From an optimization exercise on the open Yosys and OpenROAD flow, aimed at small area, a short achievable clock period and few clock cycles; shortcuts taken in it are not production practice.
At most, simulation tests tie the RTL to the original design; equivalence was not proved.
Power and IR drop assume default switching activity.

==> module tcdm_arbiter, before the edit <==
module tcdm_arbiter (
  input  logic                                         clk_i,
  input  logic                                         rst_n_i,
  input  logic [4-1:0]                    elig_i,
  input  logic [4*32-1:0]   addr_i,
  input  logic [4*32-1:0]   stride_i,
  input  logic                                         mem_gnt_i,
  output logic                                         req_o,
  output streamer_pkg::addr_t                          addr_o,
  output logic [4-1:0]                    sel_o,
  output logic [4-1:0]                    fire_o,
  output streamer_pkg::addr_t                          addr_inc_o
);
  localparam int unsigned N_CH = 4;
  localparam int unsigned AW   = 32;
  logic                req_q;
  logic [N_CH-1:0]     sel_q;
  streamer_pkg::addr_t addr_q;
  streamer_pkg::addr_t stride_q;
  streamer_pkg::addr_t inc_q;
  logic [N_CH-1:0]     cand;
  logic [N_CH-1:0]     pick;
  logic [N_CH-1:0]     sel_nx;
  logic                hold;
  streamer_pkg::addr_t addr_d;
  streamer_pkg::addr_t stride_d;
  streamer_pkg::addr_t inc_d;
  assign cand = elig_i & ~(req_q ? sel_q : '0);
  always_comb begin
    logic [2*N_CH-1:0] dbl;
    logic              found;
    pick  = '0;
    found = 1'b0;
    dbl   = {cand, cand};
    for (int unsigned p = 0; p < N_CH; p++) begin
      if (sel_q[p]) begin
        for (int unsigned off = 1; off <= N_CH; off++) begin
          if (!found && dbl[p + off]) begin
            found = 1'b1;
            pick[(p + off) % N_CH] = 1'b1;
          end
        end
      end
    end
  end
  assign hold   = req_q && !mem_gnt_i;
  assign sel_nx = hold ? sel_q : pick;
  assign req_o  = req_q;
  assign addr_o = addr_q;
  assign sel_o  = sel_q;
  assign fire_o = (req_q && mem_gnt_i) ? sel_q : '0;
  always_comb begin
    addr_d   = '0;
    stride_d = '0;
    for (int unsigned c = 0; c < N_CH; c++) begin
      addr_d   = addr_d   | ({AW{sel_nx[c]}} & addr_i[c*AW +: AW]);
      stride_d = stride_d | ({AW{sel_nx[c]}} & stride_i[c*AW +: AW]);
    end
  end
  always_ff @(posedge clk_i) begin
    if (!rst_n_i) begin
      req_q <= 1'b0;
      sel_q <= N_CH'(1);
    end else if (!hold) begin
      req_q <= (cand != '0);
      if (cand != '0) begin
        sel_q <= pick;
      end
    end
  end
  always_comb begin
    logic [AW-1:0] g;
    logic [AW-1:0] p;
    logic [AW-1:0] gn;
    logic [AW-1:0] pn;
    g = addr_q & stride_q;
    p = addr_q ^ stride_q;
    for (int unsigned lvl = 0; lvl < $clog2(AW); lvl++) begin
      gn = g;
      pn = p;
      for (int unsigned i = 0; i < AW; i++) begin
        if (i[lvl]) begin
          gn[i] = g[i] | (p[i] & g[((i >> lvl) << lvl) - 1]);
          pn[i] = p[i] & p[((i >> lvl) << lvl) - 1];
        end
      end
      g = gn;
      p = pn;
    end
    inc_d = (addr_q ^ stride_q) ^ {g[AW-2:0], 1'b0};
  end
  always_ff @(posedge clk_i) begin
    addr_q   <= addr_d;
    stride_q <= stride_d;
    inc_q    <= inc_d;
  end
  assign addr_inc_o = inc_q;
endmodule
clock: 5.5 ns
lec_check: 0
cap_margin: 20
core_margin: 2
core_utilization: 60
cts_buf_list: sky130_fd_sc_hd__clkbuf_8
cts_cluster_diameter: 60
cts_cluster_size: 14
place_density: 0.72
setup_slack_margin: 3.0
slew_margin: 20
standard.sh (not shown) runs the stock make flow with config.mk's settings and CLKGATE_MAP_FILE= SYNTH_SCRIPT=/design/flow/synth_recipe.tcl, a recipe that flattens the netlist after the stock synthesis.
==> flow/flow/run.sh <==
#!/bin/bash
# The standard layout, with the smallest buffer on every input and output port.
set -euo pipefail
cd "$(dirname "$0")/.."
export BUFFER_PORTS_ARGS="-buffer_cell sky130_fd_sc_hd__buf_1"
bash standard.sh > standard.log 2>&1
Testbench counts at the start, summed over its fixed seeds: cycles 11,327.
Next try:
--- a/flow/design.v
+++ b/flow/design.v
@@ -310,27 +310,7 @@
       end
     end
   end
-  always_comb begin
-    logic [AW-1:0] g;
-    logic [AW-1:0] p;
-    logic [AW-1:0] gn;
-    logic [AW-1:0] pn;
-    g = addr_q & stride_q;
-    p = addr_q ^ stride_q;
-    for (int unsigned lvl = 0; lvl < $clog2(AW); lvl++) begin
-      gn = g;
-      pn = p;
-      for (int unsigned i = 0; i < AW; i++) begin
-        if (i[lvl]) begin
-          gn[i] = g[i] | (p[i] & g[((i >> lvl) << lvl) - 1]);
-          pn[i] = p[i] & p[((i >> lvl) << lvl) - 1];
-        end
-      end
-      g = gn;
-      p = pn;
-    end
-    inc_d = (addr_q ^ stride_q) ^ {g[AW-2:0], 1'b0};
-  end
+  assign inc_d = addr_q + stride_q;
   always_ff @(posedge clk_i) begin
     addr_q   <= addr_d;
     stride_q <= stride_d;
The new run ran to the end with no violations.
Cell area goes up by 4.6%.
Global-route usage goes up by 0.98 points.
Count of clock-buffer cells in the layout does not change.
Hold slack gains 0.016 ns.
Via count goes up by 5.7%.
Utilization goes up by 1.7 points.
Synthesized cell count goes up by 2.1%.
Area after synthesis goes up by 1.6%.
Power goes up by 1.0%.
Register-to-register slack stays flat.
Cell count goes up by 4.2%.
No functional check of the RTL was part of the second run of this note.

Setup of 01-02:
redmule_streamer, a different RTL version from the one above (not shown whole).
Size in the first run: about 1,900 cells after synthesis, ~570 I/O pins, about 23,000 µm² of cells after synthesis.
==> module tcdm_arbiter, before the edit <==
module tcdm_arbiter (
  input  logic                                         clk_i,
  input  logic                                         rst_n_i,
  input  logic [4-1:0]                    elig_i,
  input  logic [4*32-1:0]   addr_i,
  input  logic [4*32-1:0]   stride_i,
  input  logic                                         mem_gnt_i,
  output logic                                         req_o,
  output streamer_pkg::addr_t                          addr_o,
  output logic [4-1:0]                    sel_o,
  output logic [4-1:0]                    fire_o,
  output streamer_pkg::addr_t                          addr_inc_o
);
  localparam int unsigned N_CH = 4;
  localparam int unsigned AW   = 32;
  logic                req_q;
  logic [N_CH-1:0]     sel_q;
  streamer_pkg::addr_t addr_q;
  streamer_pkg::addr_t stride_q;
  logic [N_CH-1:0]     cand;
  logic [N_CH-1:0]     pick;
  logic [N_CH-1:0]     pri_q [N_CH];
  logic [N_CH-1:0]     sel_nx;
  logic                hold;
  streamer_pkg::addr_t addr_d;
  streamer_pkg::addr_t stride_d;
  assign cand = elig_i & ~(req_q ? sel_q : '0);
  always_comb begin
    for (int unsigned c = 0; c < N_CH; c++) begin
      pick[c] = cand[c];
      for (int unsigned j = 0; j < N_CH; j++) begin
        if (j < c && cand[j] && pri_q[j][c]) begin
          pick[c] = 1'b0;
        end
        if (j > c && cand[j] && !pri_q[c][j]) begin
          pick[c] = 1'b0;
        end
      end
    end
  end
  assign hold   = req_q && !mem_gnt_i;
  assign sel_nx = hold ? sel_q : pick;
  assign req_o  = req_q;
  assign addr_o = addr_q;
  assign sel_o  = sel_q;
  assign fire_o = (req_q && mem_gnt_i) ? sel_q : '0;
  always_comb begin
    addr_d   = '0;
    stride_d = '0;
    for (int unsigned c = 0; c < N_CH; c++) begin
      addr_d   = addr_d   | ({AW{sel_nx[c]}} & addr_i[c*AW +: AW]);
      stride_d = stride_d | ({AW{sel_nx[c]}} & stride_i[c*AW +: AW]);
    end
  end
  always_ff @(posedge clk_i) begin
    if (!rst_n_i) begin
      req_q <= 1'b0;
      sel_q <= N_CH'(1);
      for (int unsigned i = 0; i < N_CH; i++) begin
        for (int unsigned j = i + 1; j < N_CH; j++) begin
          pri_q[i][j] <= 1'b1;
        end
      end
    end else if (!hold) begin
      req_q <= (cand != '0);
      if (cand != '0) begin
        sel_q <= pick;
      end
      for (int unsigned i = 0; i < N_CH; i++) begin
        for (int unsigned j = i + 1; j < N_CH; j++) begin
          if (pick[j]) begin
            pri_q[i][j] <= 1'b1;
          end
          if (pick[i]) begin
            pri_q[i][j] <= 1'b0;
          end
        end
      end
    end
  end
  logic [15:0] lo_q;
  logic        cy_q;
  logic [15:0] hi0_q;
  logic [15:0] hi1_q;
  always_ff @(posedge clk_i) begin
    addr_q   <= addr_d;
    stride_q <= stride_d;
    {cy_q, lo_q} <= {1'b0, addr_q[15:0]} + {1'b0, stride_q[15:0]};
    hi0_q    <= addr_q[31:16] + stride_q[31:16];
    hi1_q    <= addr_q[31:16] + stride_q[31:16] + 16'd1;
  end
  assign addr_inc_o = {cy_q ? hi1_q : hi0_q, lo_q};
endmodule
Settings: LEC_CHECK=0, CAP_MARGIN=20, CORE_MARGIN=2, CORE_UTILIZATION=60, CTS_CLUSTER_DIAMETER=100, CTS_CLUSTER_SIZE=20, PLACE_DENSITY=0.72, SETUP_SLACK_MARGIN=3.0, SLEW_MARGIN=20; clock period 5.5 ns.
Scripts as last shown in full above: flow/flow/run.sh
01-02 went all the way through the flow, and no timing, DRC or antenna check failed.
What 07-20 does differently from 01-02 at the input level:
--- a/flow/design.v
+++ b/flow/design.v
@@ -260,4 +260,5 @@
   streamer_pkg::addr_t addr_q;
   streamer_pkg::addr_t stride_q;
+  streamer_pkg::addr_t inc_q;
   logic [N_CH-1:0]     cand;
   logic [N_CH-1:0]     pick;
@@ -267,4 +268,5 @@
   streamer_pkg::addr_t addr_d;
   streamer_pkg::addr_t stride_d;
+  streamer_pkg::addr_t inc_d;
   assign cand = elig_i & ~(req_q ? sel_q : '0);
   always_comb begin
@@ -321,16 +323,31 @@
     end
   end
-  logic [15:0] lo_q;
-  logic        cy_q;
-  logic [15:0] hi0_q;
-  logic [15:0] hi1_q;
+  always_comb begin
+    logic [AW-1:0] g;
+    logic [AW-1:0] p;
+    logic [AW-1:0] gn;
+    logic [AW-1:0] pn;
+    g = addr_q & stride_q;
+    p = addr_q ^ stride_q;
+    for (int unsigned lvl = 0; lvl < $clog2(AW); lvl++) begin
+      gn = g;
+      pn = p;
+      for (int unsigned i = 0; i < AW; i++) begin
+        if (i[lvl]) begin
+          gn[i] = g[i] | (p[i] & g[((i >> lvl) << lvl) - 1]);
+          pn[i] = p[i] & p[((i >> lvl) << lvl) - 1];
+        end
+      end
+      g = gn;
+      p = pn;
+    end
+    inc_d = (addr_q ^ stride_q) ^ {g[AW-2:0], 1'b0};
+  end
   always_ff @(posedge clk_i) begin
     addr_q   <= addr_d;
     stride_q <= stride_d;
-    {cy_q, lo_q} <= {1'b0, addr_q[15:0]} + {1'b0, stride_q[15:0]};
-    hi0_q    <= addr_q[31:16] + stride_q[31:16];
-    hi1_q    <= addr_q[31:16] + stride_q[31:16] + 16'd1;
+    inc_q    <= inc_d;
   end
-  assign addr_inc_o = {cy_q ? hi1_q : hi0_q, lo_q};
+  assign addr_inc_o = inc_q;
 endmodule
 `timescale 1ns/1ps
### Flow results
On met2 capacity usage during global routing, the higher figure sits with 07-20, not 01-02. Re number of buffers added on ports: no difference whatsoever between 01-02 and 07-20. The lower final worst setup slack of 07-20 and 01-02 is in 07-20. Going from 01-02 to 07-20, fmax now sits lower, switching power total lower, logic depth of the worst register-to-register path down 1, area of the die down about 2.6%. Flip-flop and latch count after synthesis (higher): 01-02. For the number of optimization iterations in the first detailed-route pass, 07-20 came in 1 lower than 01-02 did. The multi-input combinational gate total in 07-20 was lower than what 01-02 gave. Looking at number of antenna violations at the first check in global routing, 07-20 sits above 01-02. 07-20 vs. 01-02: routed wire length per instance went up by 2.2%. Total power (07-20 vs. 01-02) decreases by a few percent.
Testbench counts of 07-20, summed over its fixed seeds: cycles 11,314.
For 01-02, only the layout was checked, not whether the RTL still works.

==> what the ideal ports hide <==
No port has a modelled driver above. Below, the same layouts with a new extraction and two added sets of constraints.
Step 1: set_driving_cell puts a clkbuf_16 on clk_i and a buf_2 on each other input, an assumption about the parent block.
Step 2 also shifts input and output timing later by t, the mid clock arrival at the registers, as if the neighbouring blocks saw the same clock.
Three values: ideal, step 1, step 2; two values: the first two.
run	t (ns)	setup WS [ns]	worst hold slack (ns)	worst setup path after step 2
the first run of note 1	0.688	2.915 / 2.915 / 2.366	0.439 / 0.439 / 0.439	input to register
the second run of note 1	0.696	2.872 / 2.873 / 2.177	0.456 / 0.456 / 0.456	input to register
01-02	0.620	2.850 / 2.850 / 2.378	0.436 / 0.436 / 0.436	input to register
07-20	0.601	2.761 / 2.761 / 2.258	0.436 / 0.436 / 0.436	input to register
After both steps setup and hold are still met in every run listed. The setup slack of the second run of note 1, which loses most, moves by +0.001 ns with the drivers and by -0.695 ns with both steps.
